Context: an optimization exercise on an open-source flow, tuned for small area. The choices shown serve that exercise and are no tape-out recipe.
Only simulation tests tie the RTL to the original design; equivalence was not proved.
Power figures rest on the tool's default switching activity, not on a simulated workload.

[flow/design.v]
package seg_pkg;
    localparam int SEG_DW      = 32;                    
    localparam int SEGS_PER_CH = 2;                     
    localparam int ING_DW      = SEGS_PER_CH * SEG_DW;  
    localparam int SEG_KW      = SEG_DW / 8;            
    localparam int MTY_W       = $clog2(SEG_KW);        
    localparam int XFER_ID_W   = 2;
    localparam int SEG_TID_W   = 3;
    localparam int ING_BEAT_W  = ING_DW + ING_DW/8 + 6 + 7;                   
    localparam int SEG_BEAT_W  = SEG_DW + 4 + MTY_W;                          
    localparam int CH_SEG_W    = SEGS_PER_CH * SEG_BEAT_W;                    
    localparam int CONV_BEAT_W = ING_DW + SEGS_PER_CH*(MTY_W+1) + 6 + 7;      
    typedef logic [ING_DW-1:0]       ing_data_t;
    typedef logic [ING_DW/8-1:0]     ing_keep_t;
    typedef logic [5:0]              ing_tid_t;         
    typedef logic [6:0]              ing_tdest_t;       
    typedef logic [SEG_DW-1:0]       seg_data_t;
    typedef logic [XFER_ID_W-1:0]    xfer_id_t;
    typedef logic [SEG_TID_W-1:0]    seg_tid_t;
    typedef logic [MTY_W-1:0]        seg_mty_t;
    typedef struct packed {
        ing_data_t  data;
        ing_keep_t  keep;
        ing_tid_t   tid;
        ing_tdest_t tdest;
    } ing_beat_t;
    typedef struct packed {
        ing_data_t                   data;
        seg_mty_t [SEGS_PER_CH-1:0]  mty;
        logic [SEGS_PER_CH-1:0]      ena;
        ing_tid_t                    tid;
        ing_tdest_t                  tdest;
    } conv_beat_t;
    typedef struct packed {
        seg_data_t data;
        logic      ena;
        logic      sop;
        logic      eop;
        logic      err;
        seg_mty_t  mty;
    } seg_beat_t;
    typedef seg_beat_t [SEGS_PER_CH-1:0] ch_seg_t;
    function automatic seg_mty_t keep_to_mty(input logic [SEG_KW-1:0] keep);
        seg_mty_t mty;
        mty = '0;
        for (int i = 0; i < SEG_KW; i++) begin
            if (keep[i]) mty = MTY_W'(SEG_KW - 1 - i);  
        end
        keep_to_mty = mty;
    endfunction
endpackage
module seg_fifo #(
    parameter int WIDTH    = 8,
    parameter int DEPTH    = 16,
    parameter int AF_LEVEL = DEPTH - 4
) (
    input  logic                       aclk,
    input  logic                       local_rstn,
    input  logic                       wr_en,
    input  logic [WIDTH-1:0]           wr_data,
    output logic                       full,
    input  logic                       rd_en,
    output logic [WIDTH-1:0]           rd_data,
    output logic                       rd_valid,
    output logic [$clog2(DEPTH+1)-1:0] fill,
    output logic                       almost_full
);
    localparam int PTR_W = $clog2(DEPTH);
    localparam int CNT_W = $clog2(DEPTH + 1);
    logic [WIDTH-1:0] mem [DEPTH];
    logic [PTR_W-1:0] wr_ptr;
    logic [PTR_W-1:0] rd_ptr;
    logic [CNT_W-1:0] count;
    logic             do_wr;
    logic             do_rd;
    assign do_wr    = wr_en & ~full;
    assign do_rd    = rd_en & rd_valid;
    assign full     = (count == CNT_W'(DEPTH));
    assign rd_valid = (count != '0);
    assign rd_data  = rd_valid ? mem[rd_ptr] : '0;  
    assign fill     = count;
    always_ff @(posedge aclk) begin
        if (do_wr) mem[wr_ptr] <= wr_data;
    end
    always_ff @(posedge aclk) begin
        if (!local_rstn) begin
            wr_ptr      <= '0;
            rd_ptr      <= '0;
            count       <= '0;
            almost_full <= 1'b0;
        end else begin
            if (do_wr) begin
                wr_ptr <= (wr_ptr == PTR_W'(DEPTH - 1)) ? '0 : wr_ptr + 1'b1;
            end
            if (do_rd) begin
                rd_ptr <= (rd_ptr == PTR_W'(DEPTH - 1)) ? '0 : rd_ptr + 1'b1;
            end
            case ({do_wr, do_rd})
                2'b10:   count <= count + 1'b1;
                2'b01:   count <= count - 1'b1;
                default: count <= count;     
            endcase
            almost_full <= (count >= CNT_W'(AF_LEVEL));  
        end
    end
endmodule
module seg_channel #(
    parameter int ING_DEPTH = 16,
    parameter int EGR_DEPTH = 16,
    parameter int MIN_FILL  = 4
) (
    input  logic                aclk,
    input  logic                local_rstn,
    input  logic                ing_valid,
    output logic                ing_ready,
    input  seg_pkg::ing_beat_t  ing_beat,
    input  logic                pop,
    output logic                ing_head_valid,
    output logic                ing_level_ok,
    output logic                egr_almost_full,
    output logic                seg_valid,
    input  logic                seg_ready,
    output logic [seg_pkg::CH_SEG_W-1:0] seg_out,    
    output seg_pkg::xfer_id_t   head_xfer_id,
    output seg_pkg::xfer_id_t   head_alt_id,
    output seg_pkg::seg_tid_t   head_seg_tid
);
    localparam int ING_FILL_W = $clog2(ING_DEPTH + 1);
    localparam int EGR_AF     = EGR_DEPTH - 4;    
    logic                    ing_full;
    seg_pkg::ing_beat_t      ing_head;
    logic [ING_FILL_W-1:0]   ing_fill;
    seg_pkg::conv_beat_t     conv_next;
    seg_pkg::conv_beat_t     conv_beat;
    logic                    conv_vld;
    seg_pkg::conv_beat_t     egr_head;
    logic [seg_pkg::SEGS_PER_CH-1:0] egr_sop;
    logic [seg_pkg::SEGS_PER_CH-1:0] egr_eop;
    logic [seg_pkg::SEGS_PER_CH-1:0] egr_err;
    assign ing_ready = ~ing_full;
    seg_fifo #(
        .WIDTH    (seg_pkg::ING_BEAT_W),
        .DEPTH    (ING_DEPTH),
        .AF_LEVEL (ING_DEPTH)
    ) ing_fifo (
        .aclk        (aclk),
        .local_rstn  (local_rstn),
        .wr_en       (ing_valid & ing_ready),
        .wr_data     (ing_beat),
        .full        (ing_full),
        .rd_en       (pop),
        .rd_data     (ing_head),
        .rd_valid    (ing_head_valid),
        .fill        (ing_fill),
        .almost_full ()
    );
    always_ff @(posedge aclk) begin
        if (!local_rstn) begin
            ing_level_ok <= 1'b0;
        end else begin
            ing_level_ok <= (ing_fill >= ING_FILL_W'(MIN_FILL));
        end
    end
    always_comb begin
        conv_next.data  = ing_head.data;
        conv_next.tid   = ing_head.tid;
        conv_next.tdest = ing_head.tdest;
        for (int seg = 0; seg < seg_pkg::SEGS_PER_CH; seg++) begin
            conv_next.mty[seg] = seg_pkg::keep_to_mty(
                ing_head.keep[seg*seg_pkg::SEG_KW +: seg_pkg::SEG_KW]);
            conv_next.ena[seg] = ing_head.keep[seg*seg_pkg::SEG_KW];  
        end
    end
    always_ff @(posedge aclk) begin
        conv_beat <= conv_next;
    end
    always_ff @(posedge aclk) begin
        if (!local_rstn) begin
            conv_vld <= 1'b0;
        end else begin
            conv_vld <= pop;
        end
    end
    seg_fifo #(
        .WIDTH    (seg_pkg::CONV_BEAT_W),
        .DEPTH    (EGR_DEPTH),
        .AF_LEVEL (EGR_AF)
    ) egr_fifo (
        .aclk        (aclk),
        .local_rstn  (local_rstn),
        .wr_en       (conv_vld),
        .wr_data     (conv_beat),
        .full        (),
        .rd_en       (seg_ready),
        .rd_data     (egr_head),
        .rd_valid    (seg_valid),
        .fill        (),
        .almost_full (egr_almost_full)
    );
    assign {head_xfer_id, egr_sop, egr_eop}     = egr_head.tid;    
    assign {head_alt_id, head_seg_tid, egr_err} = egr_head.tdest;
    always_comb begin
        for (int seg = 0; seg < seg_pkg::SEGS_PER_CH; seg++) begin
            seg_out[seg*seg_pkg::SEG_BEAT_W + seg_pkg::MTY_W + 4 +: seg_pkg::SEG_DW] =
                egr_head.data[seg*seg_pkg::SEG_DW +: seg_pkg::SEG_DW];
            seg_out[seg*seg_pkg::SEG_BEAT_W + seg_pkg::MTY_W + 3] = egr_head.ena[seg] & seg_valid;   
            seg_out[seg*seg_pkg::SEG_BEAT_W + seg_pkg::MTY_W + 2] = egr_sop[seg];
            seg_out[seg*seg_pkg::SEG_BEAT_W + seg_pkg::MTY_W + 1] = egr_eop[seg];
            seg_out[seg*seg_pkg::SEG_BEAT_W + seg_pkg::MTY_W]     = egr_err[seg];
            seg_out[seg*seg_pkg::SEG_BEAT_W +: seg_pkg::MTY_W]    = egr_head.mty[seg];
        end
    end
endmodule
module drain_ctrl #(
    parameter int NUM_CH   = 2,
    parameter int MIN_FILL = 4
) (
    input  logic              aclk,
    input  logic              local_rstn,
    input  logic [NUM_CH-1:0] head_valid,
    input  logic [NUM_CH-1:0] level_ok,
    input  logic [NUM_CH-1:0] almost_full,
    output logic              pop
);
    logic start_ok;
    logic align_rdy;    
    logic drain_en;     
    logic egr_room;
    assign start_ok = (MIN_FILL == 0) ? (&head_valid) : (&level_ok);
    always_ff @(posedge aclk) begin
        if (!local_rstn || head_valid == '0) begin
            align_rdy <= 1'b0;
            drain_en  <= 1'b0;
        end else begin
            if (start_ok) align_rdy <= 1'b1;  
            drain_en <= align_rdy;
        end
    end
    always_ff @(posedge aclk) begin
        if (!local_rstn) begin
            egr_room <= 1'b0;
        end else begin
            egr_room <= ~(|almost_full);
        end
    end
    assign pop = drain_en & (&head_valid) & egr_room;
endmodule
module align_checker #(
    parameter int NUM_CH = 2
) (
    input  logic              aclk,
    input  logic              local_rstn,
    input  logic [NUM_CH*seg_pkg::XFER_ID_W-1:0] xfer_id,   
    input  logic [NUM_CH*seg_pkg::XFER_ID_W-1:0] alt_id,
    input  logic [NUM_CH*seg_pkg::SEG_TID_W-1:0] seg_tid,   
    output logic              err_alignment
);
    logic [NUM_CH-2:0] id_ne;      
    logic [NUM_CH-2:0] tid_ne;     
    logic              alt_ne;
    logic              alt_any;
    always_comb begin
        alt_any = 1'b0;
        for (int ch = 0; ch < NUM_CH; ch++) begin
            alt_any = alt_any | (xfer_id[ch*seg_pkg::XFER_ID_W +: seg_pkg::XFER_ID_W] !=
                                 alt_id[ch*seg_pkg::XFER_ID_W +: seg_pkg::XFER_ID_W]);
        end
    end
    always_ff @(posedge aclk) begin
        if (!local_rstn) begin
            id_ne         <= '0;
            tid_ne        <= '0;
            alt_ne        <= 1'b0;
            err_alignment <= 1'b0;
        end else begin
            for (int ch = 0; ch < NUM_CH - 1; ch++) begin
                id_ne[ch]  <= (xfer_id[ch*seg_pkg::XFER_ID_W +: seg_pkg::XFER_ID_W] !=
                               xfer_id[(ch+1)*seg_pkg::XFER_ID_W +: seg_pkg::XFER_ID_W]);
                tid_ne[ch] <= (seg_tid[ch*seg_pkg::SEG_TID_W +: seg_pkg::SEG_TID_W] !=
                               seg_tid[(ch+1)*seg_pkg::SEG_TID_W +: seg_pkg::SEG_TID_W]);
            end
            alt_ne        <= alt_any;
            err_alignment <= (|id_ne) | (|tid_ne) | alt_ne;
        end
    end
endmodule
module axis_to_seg_top #(
    parameter int NUM_CH    = 2,
    parameter int ING_DEPTH = 16,
    parameter int EGR_DEPTH = 16
) (
    input  logic               aclk,
    input  logic               local_rstn,
    input  logic [NUM_CH-1:0]  ing_valid,
    output logic [NUM_CH-1:0]  ing_ready,
    input  logic [NUM_CH*seg_pkg::ING_BEAT_W-1:0] ing_beat,   
    output logic [NUM_CH-1:0]  seg_valid,
    input  logic [NUM_CH-1:0]  seg_ready,
    output logic [NUM_CH*seg_pkg::CH_SEG_W-1:0]   seg_out,    
    output seg_pkg::seg_tid_t  seg_tid,
    output logic               err_alignment
);
    localparam int MIN_FILL = ING_DEPTH / 4;
    logic [NUM_CH-1:0] head_valid;
    logic [NUM_CH-1:0] level_ok;
    logic [NUM_CH-1:0] almost_full;
    logic              pop;           
    logic [NUM_CH*seg_pkg::XFER_ID_W-1:0] head_xfer_id;
    logic [NUM_CH*seg_pkg::XFER_ID_W-1:0] head_alt_id;
    logic [NUM_CH*seg_pkg::SEG_TID_W-1:0] head_seg_tid;
    for (genvar ch = 0; ch < NUM_CH; ch++) begin : gen_ch
        seg_channel #(
            .ING_DEPTH (ING_DEPTH),
            .EGR_DEPTH (EGR_DEPTH),
            .MIN_FILL  (MIN_FILL)
        ) u_channel (
            .aclk            (aclk),
            .local_rstn      (local_rstn),
            .ing_valid       (ing_valid[ch]),
            .ing_ready       (ing_ready[ch]),
            .ing_beat        (ing_beat[ch*seg_pkg::ING_BEAT_W +: seg_pkg::ING_BEAT_W]),
            .pop             (pop),
            .ing_head_valid  (head_valid[ch]),
            .ing_level_ok    (level_ok[ch]),
            .egr_almost_full (almost_full[ch]),
            .seg_valid       (seg_valid[ch]),
            .seg_ready       (seg_ready[ch]),
            .seg_out         (seg_out[ch*seg_pkg::CH_SEG_W +: seg_pkg::CH_SEG_W]),
            .head_xfer_id    (head_xfer_id[ch*seg_pkg::XFER_ID_W +: seg_pkg::XFER_ID_W]),
            .head_alt_id     (head_alt_id[ch*seg_pkg::XFER_ID_W +: seg_pkg::XFER_ID_W]),
            .head_seg_tid    (head_seg_tid[ch*seg_pkg::SEG_TID_W +: seg_pkg::SEG_TID_W])
        );
    end
    drain_ctrl #(
        .NUM_CH   (NUM_CH),
        .MIN_FILL (MIN_FILL)
    ) u_drain (
        .aclk        (aclk),
        .local_rstn  (local_rstn),
        .head_valid  (head_valid),
        .level_ok    (level_ok),
        .almost_full (almost_full),
        .pop         (pop)
    );
    align_checker #(
        .NUM_CH (NUM_CH)
    ) u_align (
        .aclk          (aclk),
        .local_rstn    (local_rstn),
        .xfer_id       (head_xfer_id),
        .alt_id        (head_alt_id),
        .seg_tid       (head_seg_tid),
        .err_alignment (err_alignment)
    );
    assign seg_tid = head_seg_tid[seg_pkg::SEG_TID_W-1:0];   
endmodule
[flow/run.sh]
#!/bin/bash
# synth_recipe.tcl (not shown) runs the flow's synth.tcl, then flattens the netlist and writes it again
# the make line also repeats each setting of config.mk as NAME=value (left out here)
make -C /OpenROAD-flow-scripts/flow DESIGN_CONFIG=/design/flow/config.mk WORK_HOME=/design/flow/orfs CLKGATE_MAP_FILE= SYNTH_SCRIPT=/design/flow/synth_recipe.tcl finish
[flow/config.mk]
export PLATFORM = sky130hd
export DESIGN_NAME = axis_to_seg_top
export DESIGN_NICKNAME = axis_to_seg_top
export VERILOG_FILES = /design/flow/design.v
export SDC_FILE = /design/flow/constraint.sdc
export NUM_CORES = 4
export LEC_CHECK = 0
export CAP_MARGIN = 20
export CORE_MARGIN = 2
export CORE_UTILIZATION = 40
export SLEW_MARGIN = 20
[flow/constraint.sdc]
create_clock -name core_clock -period 6.0 [get_ports {aclk}]
set_input_delay 1.2000 -clock core_clock [delete_from_list [all_inputs] [get_ports {aclk}]]
set_output_delay 1.2000 -clock core_clock [all_outputs]
set_load 0.01 [all_outputs]
==> impl_metrics.env <==
export IMPL_fill_cells=42100
export IMPL_end_kind="primary output"
export IMPL_tightest_slew_ps=1250
export IMPL_placed_cells=15700
export IMPL_status="no timing/DRC/antenna violations"
export IMPL_arrival_ps=4440
export IMPL_final_instance_count_excl_fill=16700
export IMPL_ys_flop_type="edfxtp_1"
export IMPL_cts_buffer_depth=4
export IMPL_grt_setup_unrepaired="false"
export IMPL_htree_levels=6
export IMPL_area_growth_syn_to_layout_pct=15.3
export IMPL_drtAntennaViolNets=0
export IMPL_p_per_area_nw_per_um2=330
export IMPL_num_rows=266
export IMPL_hold_viol=0
export IMPL_met3_usage_pct=3.38
export IMPL_yosys_area_share_xor_xnor_pct=0.154
export IMPL_ios=336
export IMPL_slew_viol_final=0
export IMPL_crit_path_frequent_cell="mux4_2"
export IMPL_die_y_um=730
export IMPL_cap_violations=0
export IMPL_cts_num_sinks=5622
export IMPL_synth_edff_count=5376
export IMPL_avgRoutedWirePerCell_um=30.8
export IMPL_yosys_warnings=5
export IMPL_grt_max_degree=112
export IMPL_required_ps=4800
export IMPL_synth_top_family_by_area="multiplexers"
export IMPL_pre_cts_slack_ps=1330
export IMPL_layout_nets=9479
export IMPL_crit_family="multiplexers"
export IMPL_initial_core_util_pct=40.2
export IMPL_die_x_um=730
export IMPL_cts_tree="built"
export IMPL_grt_pass1_vias=97800
export IMPL_async_flop_share_pct=0
export IMPL_cts_buffers=564
export IMPL_hpwl_um=272000
export IMPL_crit_path_top_delay_cell="dfxtp_4"
export IMPL_gp_congestion=0.754
export IMPL_synth_seq_cells=5622
export IMPL_dieArea_um2=533000
export IMPL_detail_route_first_pass_iterations=5
export IMPL_drive_above_1_share_pct=28.8
export IMPL_crit_type="flop to primary output"
export IMPL_tns_ps=0
export IMPL_dr_first_iter_drc_count=10400
export IMPL_drt_drc_violations_left=0
export IMPL_post_cts_buffers=0
export IMPL_worstSkewPairLatency_ps=1060
export IMPL_worstHoldPathCells=2
export IMPL_cp_num_cells=5
export IMPL_cp_cell_sequence="buf_12, mux4_2, mux4_2, and2_1, clkdlybuf4s50_1"
export IMPL_setup_violations=0
export IMPL_yosysMostFrequentCell="edfxtp_1"
export IMPL_use_met1_pct=27.2
export IMPL_synth_distinct_cells=46
export IMPL_critPathBufInv=2
export IMPL_top_usage_layer="met2"
export IMPL_netlist_instances=8573
export IMPL_postCtsResizedCells=0
export IMPL_p_leak_nw=73.5
export IMPL_hold_slack_ps=500
export IMPL_cp_max_fo=59
export IMPL_rr_worst_depth=13
export IMPL_synth_mux_area_share_pct=17.9
export IMPL_fin_crit_sh_pct=94.0
export IMPL_overflow=0
export IMPL_startpoint_type="flop"
export IMPL_cpPeakStageDelay_ps=990
export IMPL_core_um2=525000
export IMPL_antenna_found_initial=142
export IMPL_slew_headroom_pct=16.3
export IMPL_synthesis_nets=8787
export IMPL_synth_area_leaders="edfxtp_1 77%, mux4_2 18%, dfxtp_1 2.3%"
export IMPL_via_per_inst=5.63
export IMPL_synth_compound_gate_area_share_pct=0.327
export IMPL_grtUsageTotal_pct=19.1
export IMPL_ctsHoldBuffers=0
export IMPL_clockRootBuffer="clkbuf_16"
export IMPL_worst_slack_ps=361
export IMPL_routed_via_count=94300
export IMPL_synth_top_area_share_pct=76.5
export IMPL_grt_pass1_wl_um=730000
export IMPL_synthSimpleGateAreaFrac_pct=1.55
export IMPL_yosysSeqAreaShare_pct=78.9
export IMPL_fin_crit_ps=5640
export IMPL_synth_commonest_cells="5,376 x edfxtp_1, 1,658 x mux4_2, 246 x dfxtp_1"
export IMPL_port_buffers=335
export IMPL_postSynthAreaPerCell_um2=24.6
export IMPL_netlist_area_um2=211000
export IMPL_path_clk_slew_ps=60
export IMPL_synth_fa_ha_area_share_pct=0.233
export IMPL_grt_use_met2_pct=30.8
export IMPL_max_freq_mhz=177
export IMPL_hold_class="flop to flop"
export IMPL_yosys_area_top_type="edfxtp_1"
export IMPL_ir_worst_vdd_uv=323
export IMPL_routed_wl_um=515000
export IMPL_clock_skew_ps=52.2
per-layer routing:
metal  wire (um)  share of wire, %
met5         385             0.075
met2      249000                48
met4       11200               2.2
met1      218000                42
met3       36700               7.1
worst paths after layout:
path | startpoint | slack (ps) | endpoint
worst max-delay path | flop | 360 | seg_out[32]
worst min-delay path | gen_ch[1].u_channel.ing_level_ok | 500 | u_drain.align_rdy
worst max register to register | gen_ch[1].u_channel.egr_fifo.count[0] | 2060 | gen_ch[1].u_channel.egr_fifo.count[4]
worst min register to register | gen_ch[1].u_channel.ing_level_ok | 500 | u_drain.align_rdy
worst min-delay path, stage by stage, from the launching register on:
cell and delay (ps):
dfxtp_1 310, a21oi_1 70, nor2_1 80
cell usage in the layout (no fill, tap or decap), types with 9 or more instances in the layout:
cell type	netlist	layout
edfxtp_1	5376	5376
mux4_2	1658	1658
clkbuf_16	0	581
clkdlybuf4s50_1	0	335
dfxtp_1	246	231
nor2b_1	172	167
and2_1	155	155
clkbuf_1	218	144
buf_4	12	124
buf_12	0	109
clkinv_2	0	91
clkinv_1	1	74
nor2_1	114	66
nand2_1	59	59
a21oi_1	50	50
diode_2	0	49
nor2_4	0	48
bufinv_16	0	43
ha_1	36	36
clkbuf_8	0	31
xor2_1	29	29
nand3_1	28	28
inv_1	28	25
mux2i_1	24	24
inv_6	0	19
nor3_4	1	17
o21ai_0	17	17
dfxtp_4	0	15
nor3_1	29	13
or3_1	11	11
nand2b_1	11	11
clkinvlp_4	0	11
a22oi_1	10	10
clkinv_4	0	10
inv_16	0	9
clkinv_8	0	9
kinds of logic (layout without fill, tap and decap cells):
kind of cell	Yosys count	after routing
mux	1688	1688
flops	5622	5622
fa+ha+maj	38	38
compound gates	114	114
xor+xnor	37	37
simple gates	600	600
other cells	0	49
buf+inv	474	1626
cell type report:
class	count	area, um2	area share (%)
Timing Repair Buffer	571	6530	2.69
Tap cell	6968	8720	3.58
Sequential cell	5622	166000	68.4
Inverter	29	116	0.0478
Antenna cell	49	123	0.0504
Multi-Input combinational cell	2477	43000	17.7
Clock inverter	270	2860	1.18
Clock buffer	756	15500	6.37
registers in the layout, indices dropped and copies added, names as in the netlist, 2 cells and up, named ones only:
signal                                 cells
gen_ch.u_channel.egr_fifo.mem           2656
gen_ch.u_channel.ing_fifo.count           10
gen_ch.u_channel.egr_fifo.almost_full      2
gen_ch.u_channel.ing_fifo.mem           2720
gen_ch.u_channel.egr_fifo.rd_ptr           8
gen_ch.u_channel.ing_fifo.rd_ptr           8
gen_ch.u_channel.ing_fifo.wr_ptr           8
gen_ch.u_channel.conv_beat               166
gen_ch.u_channel.egr_fifo.count           10
gen_ch.u_channel.egr_fifo.wr_ptr           8
gen_ch.u_channel.ing_level_ok              2
report_power, final:
group          internal, mW  switching (mW)
combinational         0.353           0.929
sequential             43.6           0.510
clock                  20.1            14.7
metrics by stage:
stage	instance area (um2)	utilization (%)	power, mW
global route	243000	46.3	82.5
global placement	225000	42.8	46.1
detailed placement	225000	42.8	46.2
floorplan	211000	-	45.1
finish	243000	46.3	80.2
CTS	243000	46.3	80.9

[separate check: timing with driven ports]
The flow's constraints put no driver on any port. The routed layout listed below was extracted and timed again, unchanged, in two steps.
Step 1, drivers: a clkbuf_16 drives aclk and a buf_2 each remaining input, both assumed.
Step 2 times the ports against the registers' clock, not the clock port: input delays grow and output delays shrink by t, the midpoint of the rising clock arrivals with the driver on.
Slacks: ideal / step 1 / step 2; pairs: ideal / step 1.
t (ns): 1.162
setup WS [ns]: 0.361 / 0.237 / 1.399
worst hold slack (ns): 0.500 / 0.500 / 0.500
clock arrival spread, ns: 0.060 / 0.060
After both steps setup and hold are still met in this run. The setup slack of this run moves by -0.124 ns with the drivers and by +1.038 ns with both steps.
